From an optimization exercise on the open Yosys and OpenROAD flow, aimed at small area, a short achievable clock period and few clock cycles per item; shortcuts taken in it are not production practice.
In this exercise RTL edits were held to simulation tests only and were not proved equivalent to the original.

==> flow/design.v (excerpt) <==
module postfix_expression_evaluator #(
	parameter int STACK_DEPTH = pee_pkg::DEFAULT_STACK_DEPTH
) (
	input  wire logic        clk,
	input  wire logic        arst_n,
	input  wire logic        s_axis_tvalid,
	output logic             s_axis_tready,
	input  wire logic [7:0]  s_axis_tdata,    
	input  wire logic        s_axis_tlast,    
	output logic             m_axis_tvalid,
	input  wire logic        m_axis_tready,
	output logic [31:0]      m_axis_tdata,    
	output logic [1:0]       m_axis_tuser     
);
	localparam int MEM_N = STACK_DEPTH - 2;
	localparam int DEPTH_W = $clog2(STACK_DEPTH + 1);
	localparam int IDX_W = $clog2(MEM_N);
	localparam int W = pee_pkg::WORD_W;
	localparam int SYMB = 10;   
	logic h_v, s_v;
	logic [SYMB-1:0] h_q, s_q, in_dec;
	logic push, take;
	logic in_last, in_dig, in_add, in_sub, in_mul, in_div, in_oth, in_as;
	logic [3:0] in_val;
	assign in_dec = {s_axis_tlast,
		(s_axis_tdata >= pee_pkg::SYM_ZERO) && (s_axis_tdata <= pee_pkg::SYM_NINE),
		s_axis_tdata == pee_pkg::SYM_PLUS,
		s_axis_tdata == pee_pkg::SYM_MINUS,
		s_axis_tdata == pee_pkg::SYM_TIMES,
		s_axis_tdata == pee_pkg::SYM_SLASH,
		s_axis_tdata[3:0]};
	assign s_axis_tready = !s_v;
	assign push = s_axis_tvalid && !s_v;
	assign {in_last, in_dig, in_add, in_sub, in_mul, in_div, in_val} = h_q;
	assign in_oth = !(in_dig || in_add || in_sub || in_mul || in_div);
	assign in_as = in_add || in_sub;
	always_ff @(posedge clk or negedge arst_n) begin
		if (!arst_n) begin
			h_v <= 1'b0;
			s_v <= 1'b0;
		end else if (take) begin
			h_v <= s_v || push;
			s_v <= 1'b0;
		end else if (push) begin
			h_v <= 1'b1;
			s_v <= h_v;
		end
	end
	logic [SYMB-1:0] h_nx;
	assign h_nx = take ? (s_v ? s_q : in_dec) : (h_v ? h_q : in_dec);
	always_ff @(posedge clk) begin
		h_q <= h_nx;
		if (push && h_v && !take) begin
			s_q <= in_dec;
		end
	end
	logic st_clear, st_idle, st_pop2, st_mul, st_divb, st_div1, st_div2, st_divf;
	logic [W-1:0] t_q, n_q, w_q;
	logic [W-1:0] mem [MEM_N];
	logic [DEPTH_W-1:0] d_q;
	logic [4:0] cnt_q;
	logic neg_q, cur_last_q, dz_q, ov_q, outp_q;
	logic [W-1:0] popv;
  ...
Size in the first run: roughly 2200 cells after synthesis, ~49 I/O pins.
==> flow/config.mk <==
export PLATFORM = sky130hd
export DESIGN_NAME = postfix_expression_evaluator
export DESIGN_NICKNAME = postfix_expression_evaluator
export VERILOG_FILES = /design/flow/design.v
export SDC_FILE = /design/flow/constraint.sdc
export NUM_CORES = 4
export LEC_CHECK = 0
export ABC_CLOCK_PERIOD_IN_PS = 3000
export CAP_MARGIN = 35
export CORE_MARGIN = 2
export CORE_UTILIZATION = 62
export CTS_BUF_LIST = sky130_fd_sc_hd__clkbuf_8
export CTS_CLUSTER_DIAMETER = 50
export CTS_CLUSTER_SIZE = 16
export PLACE_DENSITY = 0.72
export SLEW_MARGIN = 35
==> flow/constraint.sdc <==
create_clock -name core_clock -period 10.0 [get_ports {clk}]
set_input_delay 2.0000 -clock core_clock [delete_from_list [all_inputs] [get_ports {clk}]]
set_output_delay 2.0000 -clock core_clock [all_outputs]
set_load 0.01 [all_outputs]
standard.sh (not shown) runs the stock make flow with config.mk's settings and CLKGATE_MAP_FILE= SYNTH_SCRIPT=/design/flow/synth_recipe.tcl, a recipe that flattens the netlist after the stock synthesis.
==> flow/flow/run.sh <==
#!/bin/bash
set -euo pipefail
bash standard.sh SETUP_SLACK_MARGIN=6.4 finish > standard_flow.log 2>&1
Testbench counts at the start, summed over its fixed seeds: cycles 20,352, items 1,920.
Change:
CORE_UTILIZATION = 55   (was 62)
PLACE_DENSITY = unset   (was 0.72)
Result: The changed run produced a clean layout. Routed wire length rose by a few percent. Global-route usage fell by 1.6 points. Cell area rises by a few percent. Setup slack improved by 13 ps. Synthesized area is unchanged. Register-to-register slack improved by 30 ps. Via count goes up slightly.
Change:
==> flow/flow/run.sh (replaced) <==
#!/bin/bash
set -euo pipefail
bash standard.sh SETUP_SLACK_MARGIN=6 finish > standard_flow.log 2>&1
CORE_UTILIZATION = 68   (was 55)
PLACE_DENSITY = 0.8   (was unset)
Worst setup slack gets worse by 360 ps.
Final area came out lower by a few percent.
Cell count came out lower by a little under a tenth.
Critical path depth came out lower by 2.
Worst hold slack hardly moves.
Global-route usage came out higher by 5.0 points.
Via count came out higher slightly.

---

Starting RTL as in the previous note.
clock: 10.0 ns
lec_check: 0
abc_clock_period_in_ps: 3000
cap_margin: 35
core_margin: 2
core_utilization: 62
cts_buf_list: sky130_fd_sc_hd__clkbuf_8
cts_cluster_diameter: 50
cts_cluster_size: 16
place_density: 0.72
slew_margin: 35
==> flow/flow/run.sh <==
#!/bin/bash
set -euo pipefail
bash standard.sh SETUP_SLACK_MARGIN=6.3 finish > standard_flow.log 2>&1
The baseline finished with timing, DRC and antenna clean.
Testbench counts at the start, summed over its fixed seeds: cycles 20,352, items 1,920.
Edit:
==> flow/flow/run.sh (replaced) <==
#!/bin/bash
set -euo pipefail
bash standard.sh SETUP_SLACK_MARGIN=6 finish > standard_flow.log 2>&1
Settings changed: CORE_UTILIZATION 62 to 55, CTS_CLUSTER_DIAMETER 50 to default, CTS_CLUSTER_SIZE 16 to default, PLACE_DENSITY 0.72 to default.
Result: Fmax went down by a little under a tenth; final cell count went up by a few percent; clock-buffer cell count went up by 55; wire length went up by a few percent; core utilization went down by 7.1 points; global-route usage went down by 1.4 points; non-clock buffer count went down by 37; register-to-register slack loses 290 ps.
Edit:
==> flow/flow/run.sh (replaced) <==
#!/bin/bash
set -euo pipefail
bash standard.sh SETUP_SLACK_MARGIN=6.8 finish > standard_flow.log 2>&1
Settings changed: CORE_UTILIZATION 55 to 62, CTS_CLUSTER_DIAMETER from default to 50, CTS_CLUSTER_SIZE from default to 16, PLACE_DENSITY from default to 0.72.
After rerunning:
- cell area goes up by 5.8%
- area after synthesis stays the same
- worst hold slack gets better by 4.7 ps
- worst setup slack is better by 210 ps
- non-clock buffer count went up by 136
- via count is higher by 5.5%
- first-iteration DRC count grows by 44%
- register-to-register slack gets better by 150 ps
Edit:
==> flow/flow/run.sh (replaced) <==
#!/bin/bash
set -euo pipefail
bash standard.sh SETUP_SLACK_MARGIN=6 finish > standard_flow.log 2>&1
Settings changed: CORE_UTILIZATION 62 to 55, PLACE_DENSITY 0.72 to default, TNS_END_PERCENT from default to 10.
Outcome:
- The changed run went through all stages and came out clean
- utilization fell by 12 points
- worst hold slack is better by 13 ps
- design area fell by 7.2%
- via count fell by 6.1%
Edit:
Settings changed: CORE_UTILIZATION 55 to 62, PLACE_DENSITY from default to 0.72, TNS_END_PERCENT 10 to default.
=>
- The changed run produced a clean layout
- clock-buffer cell count falls by 5
- global-route usage rises by 1.5 points
- area after synthesis stays the same
- die area falls by 11%
Edit:
==> flow/flow/run.sh (replaced) <==
#!/bin/bash
set -euo pipefail
bash standard.sh SETUP_SLACK_MARGIN=6.6 finish > standard_flow.log 2>&1
The changed run completed with no timing, DRC or antenna violations.
First-iteration DRC count goes up by 11%.
Global-route usage goes up by 1.5 points.
Worst setup slack gains 340 ps.
Flip-flop and latch count stays the same.
Count of clock-buffer cells in the layout stays the same.
Die area is unchanged.
Maximum frequency goes up by 9.6%.
Via count goes up by 4.3%.

---

Setup of job 5724:
Another version of the RTL of postfix_expression_evaluator (not shown whole).
Size: roughly 2000 cells after synthesis, ~49 I/O pins, ~28000 um2 of cells after synthesis.
Settings: LEC_CHECK=0, ABC_CLOCK_PERIOD_IN_PS=3000, CAP_MARGIN=35, CORE_MARGIN=2, CORE_UTILIZATION=55, SLEW_MARGIN=35; clock period 10.0 ns.
==> flow/flow/run.sh <==
#!/bin/bash
set -euo pipefail
bash standard.sh SETUP_SLACK_MARGIN=6 finish > standard_flow.log 2>&1
Testbench counts of job 5724, summed over its fixed seeds: cycles 20,462, items 1,920.
## Diff of input files: job 9227 against job 5724
==> flow/flow/run.sh <==
#!/bin/bash
set -euo pipefail
bash standard.sh SETUP_SLACK_MARGIN=7 finish > standard_flow.log 2>&1
==> notes.md <==
Delta(final critical-path required period, job 9227 - job 5724) < 0
Job 9227 vs. job 5724: critical path depth ~0 delta, number of clock buffers in the layout -about 5%.
Higher final design instance area without fill goes to job 9227 over job 5724.
Worst setup timing slack at the placement stage (higher): job 9227
Total overflow reported by the global router came out exactly the same in job 9227 and job 5724.

---

main:
RTL: one of the versions met above, not the one the previous note started from.
For scale: roughly 49 I/O pins.
==> flow/config.mk <==
export PLATFORM = sky130hd
export DESIGN_NAME = postfix_expression_evaluator
export DESIGN_NICKNAME = postfix_expression_evaluator
export VERILOG_FILES = /design/flow/design.v
export SDC_FILE = /design/flow/constraint.sdc
export NUM_CORES = 4
export LEC_CHECK = 0
export ABC_CLOCK_PERIOD_IN_PS = 3000
export CAP_MARGIN = 35
export CORE_MARGIN = 2
export CORE_UTILIZATION = 55
export CTS_BUF_LIST = sky130_fd_sc_hd__clkbuf_8
export CTS_CLUSTER_DIAMETER = 50
export CTS_CLUSTER_SIZE = 16
export SLEW_MARGIN = 35
==> flow/constraint.sdc <==
create_clock -name core_clock -period 10.0 [get_ports {clk}]
set_input_delay 2.0000 -clock core_clock [delete_from_list [all_inputs] [get_ports {clk}]]
set_output_delay 2.0000 -clock core_clock [all_outputs]
set_load 0.01 [all_outputs]
==> flow/flow/run.sh <==
#!/bin/bash
set -euo pipefail
bash standard.sh SETUP_SLACK_MARGIN=5.5 finish > standard_flow.log 2>&1
Testbench counts of main, summed over its fixed seeds: cycles 20,352, items 1,920.
#### Input delta (the feature branch over main)
==> flow/flow/run.sh <==
#!/bin/bash
set -euo pipefail
bash standard.sh SETUP_SLACK_MARGIN=6 finish > standard_flow.log 2>&1
## What came out
In the flow results for the feature branch and main, the portion of the clock cycle consumed by the worst path in the final layout is smaller on the feature branch.
The feature branch vs main — number of gates resized after cts rose 17.
For placed standard-cell area, the feature branch and main come out practically identical.
Across the feature branch and main, none had a timing, DRC or antenna violation.
Delta (the feature branch minus main): area overhead of the layout relative to synthesis increased by 0.84 points relative to the old numbers; via count barely changed; average wire length per cell after detail routing rose 1.9%.
Worst setup path endpoint: inv$_DFF_P_ -> main, m_axis_tdata[30] -> the feature branch

[what the ideal ports hide]
How much do the figures lean on ideal ports? The routed layouts below were timed once more, with nothing changed but the port constraints.
Step 1 assumes that a clkbuf_16 drives the clock port and a buf_2 every other input.
Step 2 times the ports against the registers' clock, not the clock port: input delays grow and output delays shrink by t, the midpoint of the rising clock arrivals with the driver on.
Three values: ideal ports, drivers, drivers and shift; two values: the first two.
run | t, ns | slack for setup (ns) | latest minus earliest clock arrival (ns) | worst slew at a driven data input, ns
the first run of note 1 | 0.732 | 6.421 / 6.409 / 5.764 | 0.050 / 0.050 | 0.03
the second run of note 1 | 0.736 | 6.434 / 6.381 / 5.780 | 0.052 / 0.051 | 0.03
the third run of note 1 | 0.734 | 6.072 / 6.015 / 5.522 | 0.045 / 0.045 | 0.03
the first run of note 2 | 0.736 | 6.317 / 6.262 / 5.643 | 0.049 / 0.048 | 0.03
the second run of note 2 | 0.724 | 6.034 / 5.980 / 5.560 | 0.027 / 0.027 | 0.04
the third run of note 2 | 0.740 | 6.244 / 6.244 / 5.861 | 0.045 / 0.045 | 0.03
the fourth run of note 2 | 0.756 | 5.988 / 5.927 / 5.521 | 0.030 / 0.030 | 0.03
the fifth run of note 2 | 0.734 | 6.073 / 6.019 / 5.612 | 0.053 / 0.053 | 0.03
the sixth run of note 2 | 0.754 | 6.418 / 6.418 / 5.835 | 0.045 / 0.045 | 0.03
job 5724 | 0.674 | 6.025 / 6.021 / 5.417 | 0.055 / 0.056 | 0.05
job 9227 | 0.686 | 6.099 / 6.099 / 6.099 | 0.033 / 0.033 | 0.05
main | 0.738 | 5.742 / 5.742 / 5.452 | 0.035 / 0.035 | 0.03
the feature branch | 0.740 | 6.057 / 5.995 / 5.544 | 0.029 / 0.029 | 0.04
After both steps setup and hold are still met in every run listed. For the first run of note 2, which loses most, drivers alone change the setup slack by -0.055 ns; drivers and shift together by -0.674 ns.
